This design comes from an exercise in tuning for small area, a short achievable clock period and few clock cycles per item on the open sky130 flow, not from production work. Where RTL was checked, it was by simulation tests only, not by an equivalence proof against the original. Power is estimated from default activity; no workload was simulated.

==> job 9611 <==
==> flow/design.v <==
module reg_file_array #(
    parameter int                DATA_W   = 32,
    parameter int                DEPTH    = 64,
    parameter int                LO_N     = 8,
    parameter logic [DATA_W-1:0] ID_VALUE = 32'hACC0_0001
) (
    input  logic                     clk,
    input  logic                     reset,
    input  logic [LO_N-1:0]          lo,
    input  logic [DEPTH/LO_N-1:0]    whi,
    input  logic [DATA_W-1:0]        wdata,
    input  logic [DATA_W/8-1:0]      wstrb,
    input  logic [DEPTH/LO_N-1:0]    rhi,
    output logic [DATA_W-1:0]        rdata
);
    localparam int NB = DATA_W / 8;
    logic [DEPTH-1:1][DATA_W-1:0] mem;
    logic [DATA_W-1:0]            din;
    logic [NB-1:0]                strb_eff;
    assign din      = reset ? wdata : '0;
    assign strb_eff = reset ? wstrb : '1;
    for (genvar i = 1; i < DEPTH; i++) begin : g_row
        logic row_en;
        assign row_en = !reset || (whi[i / LO_N] && lo[i % LO_N]);
        for (genvar b = 0; b < NB; b++) begin : g_byte
            always_ff @(posedge clk) begin
                if (row_en && strb_eff[b])
                    mem[i][b*8 +: 8] <= din[b*8 +: 8];
            end
        end
    end
    always_comb begin
        rdata = (rhi[0] && lo[0]) ? ID_VALUE : '0;
        for (int i = 1; i < DEPTH; i++)
            if (rhi[i / LO_N] && lo[i % LO_N])
                rdata = rdata | mem[i];
    end
endmodule
module reg_file_ctrl #(
    parameter int                DATA_W   = 32,
    parameter int                ADDR_W   = 8,
    parameter int                DEPTH    = 64,
    parameter int                RO_COUNT = 1,
    parameter logic [DATA_W-1:0] ID_VALUE = 32'hACC0_0001
) (
    input  logic                  clk,
    input  logic                  reset,
    input  logic                  req_valid,
    output logic                  req_ready,
    input  logic [1:0]            req_op,
    input  logic [ADDR_W-1:0]     req_addr,
    input  logic [DATA_W-1:0]     req_wdata,
    input  logic [DATA_W/8-1:0]   req_wstrb,
    output logic                  rsp_valid,
    input  logic                  rsp_ready,
    output logic [DATA_W-1:0]     rsp_rdata,
    output logic [3:0]            rsp_error,
    output logic [7:0]            err_count
);
    localparam logic [1:0] OP_NOP   = 2'b00;
    localparam logic [1:0] OP_WRITE = 2'b01;
    localparam logic [1:0] OP_READ  = 2'b10;
    localparam logic [1:0] OP_RSVD  = 2'b11;
    localparam logic [1:0] ERR_OK     = 2'd0;
    localparam logic [1:0] ERR_ADDR   = 2'd1;
    localparam logic [1:0] ERR_OPCODE = 2'd2;
    localparam logic [1:0] ERR_RO     = 2'd3;
    localparam int LO_N = 8;             
    localparam int HI_N = DEPTH / LO_N;
    logic             addr_ok;
    logic             addr_ro;
    logic [1:0]       req_err;
    logic             req_rd;
    logic             req_wr;
    assign addr_ok = 32'(req_addr) < DEPTH;
    assign addr_ro = 32'(req_addr) < RO_COUNT;
    always_comb begin
        if (req_op == OP_RSVD)
            req_err = ERR_OPCODE;
        else if (!addr_ok)
            req_err = ERR_ADDR;
        else if (req_op == OP_WRITE && addr_ro)
            req_err = ERR_RO;
        else
            req_err = ERR_OK;
    end
    assign req_rd = (req_op == OP_READ) && addr_ok;
    assign req_wr = (req_op == OP_WRITE) && addr_ok && !addr_ro;
    logic              v0;           
    logic [LO_N-1:0]   p0_lo;        
    logic [HI_N-1:0]   p0_rhi;       
    logic [HI_N-1:0]   p0_whi;       
    logic [1:0]        p0_err;
    logic [DATA_W-1:0] p0_wdata;
    logic [DATA_W/8-1:0] p0_wstrb;
    logic              v1;           
    logic [DATA_W-1:0] rsp_data_q;
    logic [1:0]        rsp_err_q;
    logic              full_q;       
    logic              ld1;          
    logic              ld0;          
    logic              rsp_hs;
    logic [DATA_W-1:0] arr_rdata;
    assign ld1       = !v1 || rsp_ready;
    assign ld0       = !v0 || ld1;
    assign req_ready = reset && (rsp_ready || !full_q);
    assign rsp_hs    = v1 && rsp_ready;
    always_ff @(posedge clk) begin
        if (!reset)
            v0 <= 1'b0;
        else if (ld0)
            v0 <= req_valid;
    end
    always_ff @(posedge clk) begin
        if (ld0) begin
            for (int k = 0; k < LO_N; k++)
                p0_lo[k] <= req_addr[2:0] == 3'(k);
            for (int k = 0; k < HI_N; k++) begin
                p0_rhi[k] <= req_rd && req_addr[5:3] == 3'(k);
                p0_whi[k] <= req_wr && req_addr[5:3] == 3'(k);
            end
            p0_err   <= req_err;
            p0_wdata <= req_wdata;
            p0_wstrb <= req_wstrb;
        end
    end
    always_ff @(posedge clk) begin
        if (!reset)
            v1 <= 1'b0;
        else if (ld1)
            v1 <= v0;
    end
    always_ff @(posedge clk) begin
        if (!reset)
            full_q <= 1'b0;
        else
            full_q <= (ld0 ? req_valid : v0) && (ld1 ? v0 : v1);
    end
    always_ff @(posedge clk) begin
        if (ld1) begin
            rsp_data_q <= arr_rdata;
            rsp_err_q  <= p0_err;
        end
    end
    assign rsp_valid = v1;
    assign rsp_rdata = rsp_data_q;
    assign rsp_error = {2'b00, rsp_err_q};
    always_ff @(posedge clk) begin
        if (!reset)
            err_count <= 8'd0;
        else if (rsp_hs && rsp_err_q != ERR_OK && err_count != 8'hFF)
            err_count <= err_count + 8'd1;
    end
    reg_file_array #(
        .DATA_W   (DATA_W),
        .DEPTH    (DEPTH),
        .LO_N     (LO_N),
        .ID_VALUE (ID_VALUE)
    ) u_array (
        .clk   (clk),
        .reset (reset),
        .lo    (p0_lo),
        .whi   (v0 ? p0_whi : '0),
        .wdata (p0_wdata),
        .wstrb (p0_wstrb),
        .rhi   (p0_rhi),
        .rdata (arr_rdata)
    );
endmodule
==> flow/run.sh <==
#!/bin/bash
# synth_recipe.tcl (not shown) runs the flow's synth.tcl, then flattens the netlist and writes it again
# the make line also repeats each setting of config.mk as NAME=value (left out here)
make -C /OpenROAD-flow-scripts/flow DESIGN_CONFIG=/design/flow/config.mk WORK_HOME=/design/flow/orfs CLKGATE_MAP_FILE= SYNTH_SCRIPT=/design/flow/synth_recipe.tcl finish
==> flow/config.mk <==
export PLATFORM = sky130hd
export DESIGN_NAME = reg_file_ctrl
export DESIGN_NICKNAME = reg_file_ctrl
export VERILOG_FILES = /design/flow/design.v
export SDC_FILE = /design/flow/constraint.sdc
export NUM_CORES = 4
export LEC_CHECK = 0
export CAP_MARGIN = 20
export CORE_MARGIN = 2
export CORE_UTILIZATION = 30
export PLACE_DENSITY = 0.35
export SETUP_SLACK_MARGIN = 4.0
export SLEW_MARGIN = 20
==> flow/constraint.sdc <==
create_clock -name core_clock -period 8.0 [get_ports {clk}]
set_input_delay 1.6000 -clock core_clock [delete_from_list [all_inputs] [get_ports {clk}]]
set_output_delay 1.6000 -clock core_clock [all_outputs]
set_load 0.01 [all_outputs]
==> job 1170: changes against job 9611 <==
--- a/flow/design.v
+++ b/flow/design.v
@@ -7,4 +7,4 @@
     input  logic                     clk,
-    input  logic                     reset,
-    input  logic [LO_N-1:0]          lo,
+    input  logic                     clr,
+    input  logic [LO_N-1:0]          wlo,
     input  logic [DEPTH/LO_N-1:0]    whi,
@@ -12,2 +12,3 @@
     input  logic [DATA_W/8-1:0]      wstrb,
+    input  logic [LO_N-1:0]          rlo,
     input  logic [DEPTH/LO_N-1:0]    rhi,
@@ -19,7 +20,7 @@
     logic [NB-1:0]                strb_eff;
-    assign din      = reset ? wdata : '0;
-    assign strb_eff = reset ? wstrb : '1;
+    assign din      = clr ? '0 : wdata;
+    assign strb_eff = clr ? '1 : wstrb;
     for (genvar i = 1; i < DEPTH; i++) begin : g_row
         logic row_en;
-        assign row_en = !reset || (whi[i / LO_N] && lo[i % LO_N]);
+        assign row_en = clr || (whi[i / LO_N] && wlo[i % LO_N]);
         for (genvar b = 0; b < NB; b++) begin : g_byte
@@ -31,7 +32,14 @@
     end
+    logic [DEPTH/LO_N-1:0][DATA_W-1:0] grp;
     always_comb begin
-        rdata = (rhi[0] && lo[0]) ? ID_VALUE : '0;
-        for (int i = 1; i < DEPTH; i++)
-            if (rhi[i / LO_N] && lo[i % LO_N])
-                rdata = rdata | mem[i];
+        for (int g = 0; g < DEPTH / LO_N; g++) begin
+            grp[g] = (g == 0 && rlo[0]) ? ID_VALUE : '0;
+            for (int k = 0; k < LO_N; k++)
+                if (g * LO_N + k > 0 && rlo[k])
+                    grp[g] = grp[g] | mem[g * LO_N + k];
+        end
+        rdata = '0;
+        for (int g = 0; g < DEPTH / LO_N; g++)
+            if (rhi[g])
+                rdata = rdata | grp[g];
     end
@@ -89,3 +97,4 @@
     logic              v0;           
-    logic [LO_N-1:0]   p0_lo;        
+    logic [LO_N-1:0]   p0_rlo;       
+    logic [LO_N-1:0]   p0_wlo;       
     logic [HI_N-1:0]   p0_rhi;       
@@ -98,2 +107,3 @@
     logic [1:0]        rsp_err_q;
+    logic              clr_q;        
     logic              full_q;       
@@ -116,6 +126,8 @@
             for (int k = 0; k < LO_N; k++)
-                p0_lo[k] <= req_addr[2:0] == 3'(k);
+                p0_rlo[k] <= req_addr[5:0] % LO_N == k;
+            for (int k = 0; k < LO_N; k++)
+                p0_wlo[k] <= req_addr[5:0] % LO_N == k;
             for (int k = 0; k < HI_N; k++) begin
-                p0_rhi[k] <= req_rd && req_addr[5:3] == 3'(k);
-                p0_whi[k] <= req_wr && req_addr[5:3] == 3'(k);
+                p0_rhi[k] <= req_rd && req_addr[5:0] / LO_N == k;
+                p0_whi[k] <= req_wr && req_addr[5:0] / LO_N == k;
             end
@@ -138,2 +150,4 @@
     end
+    always_ff @(posedge clk)
+        clr_q <= !reset;
     always_ff @(posedge clk) begin
@@ -160,4 +174,4 @@
         .clk   (clk),
-        .reset (reset),
-        .lo    (p0_lo),
+        .clr   (clr_q),
+        .wlo   (p0_wlo),
         .whi   (v0 ? p0_whi : '0),
@@ -165,2 +179,3 @@
         .wstrb (p0_wstrb),
+        .rlo   (p0_rlo),
         .rhi   (p0_rhi),
==> flow/flow/run.sh (new file) <==
#!/bin/bash
set -euo pipefail
cd "$(dirname "$0")/.."
export CTS_ARGS="-sink_clustering_enable -repair_clock_nets -sink_clustering_size 28 -sink_clustering_max_diameter 85 -dont_use_dummy_load"
export BUFFER_PORTS_ARGS="-buffer_cell sky130_fd_sc_hd__buf_1"
bash standard.sh finish > standard.log 2>&1
test -f out/final.def
==> flow/standard.sh (new file) <==
#!/bin/bash
# synth_recipe.tcl (not shown) runs the flow's synth.tcl, then flattens the netlist and writes it again
# the make line also repeats each setting of config.mk as NAME=value (left out here)
make -C /OpenROAD-flow-scripts/flow DESIGN_CONFIG=/design/flow/config.mk WORK_HOME=/design/flow/orfs CLKGATE_MAP_FILE= SYNTH_SCRIPT=/design/flow/synth_recipe.tcl "${@:-finish}"
CORE_UTILIZATION = 50   (was 30)
CTS_CLUSTER_DIAMETER = 85   (was default)
CTS_CLUSTER_SIZE = 28   (was default)
PLACE_DENSITY = 0.55   (was 0.35)
SETUP_SLACK_MARGIN = 4.8   (was 4.0)
removed: flow/run.sh
==> run summary <==
item	job 9611	job 1170
Outcome	timing/DRC/antenna clean	timing/DRC/antenna clean
Overall die area	0.267 mm^2	0.158 mm^2
Layout multi-input combinational cell count	2019	1863
Die width	516 um	397 um
Filler cell count	24871	12145
Netlist area before placement	0.0787 mm^2	0.0773 mm^2
Post-DR vias/cell	6.07	6.78
Data required time of the worst path	8520 ps	6400 ps
Endpoint arrival time on the critical path	4720 ps	1940 ps
Routed wire length per instance	48.6 um	36.8 um
Count of cells along the worst register-to-register path	5	6
Total Routing Usage GR	30.2%	29.1%
Buffers inserted during post-CTS setup optimization	0	1
Post-synthesis share of cell area spent on and, or, nand and nor gates	4.32%	3.54%
Part of the total power dissipated in combinational logic	5.8%	7.5%
Final Cycle Share	52.5%	44.3%
Worst-skew pair later-pin latency	910 ps	750 ps
Vias in the first global route	48610	40885
Share of cell area taken by muxes after synthesis	0%	0.0129%
Initial DRT Pass Iterations	9	6
Number of instances in the synthesized netlist	4510	4296
End point of the worst hold path	rsp_err_q[0]	rsp_err_q[1]
Worst voltage drop across the vdd grid	0.254 mV	0.171 mV
Portion of the layout cell area used by non-clock buffers	3.05%	1.78%
Met2 WL post-DR	181000 um	106000 um
Testbench counts of job 1170, summed over its fixed seeds: cycles 16,016, items 16,000.
For job 9611, only the layout was checked, not whether the RTL still works.

-- re-timing with driven ports --
The results above use ideal ports. As a check the final layouts listed here were re-extracted and re-timed, cells and wires unchanged. Step 1 (the two cells are an assumption about what drives the block):
set clk [get_ports {clk}]
set_driving_cell -lib_cell sky130_fd_sc_hd__clkbuf_16 $clk
set_driving_cell -lib_cell sky130_fd_sc_hd__buf_2 [delete_from_list [all_inputs] $clk]
Step 2 times the ports against the registers' clock, not the clock port: input delays grow and output delays shrink by t, the midpoint of the rising clock arrivals with the driver on. Slacks: ideal ports / drivers / drivers and shift; pairs: ideal ports / drivers.
run	t, ns	slack for setup (ns)	worst hold slack (ns)
job 9611	1.000	3.799 / 3.799 / 3.271	0.419 / 0.419 / 0.419
job 1170	0.809	4.455 / 4.391 / 4.391	0.428 / 0.428 / 0.428
After both steps setup and hold are still met in every run listed. For job 9611, which loses most, drivers alone change the setup slack by 0.000 ns; drivers and shift together by -0.528 ns.
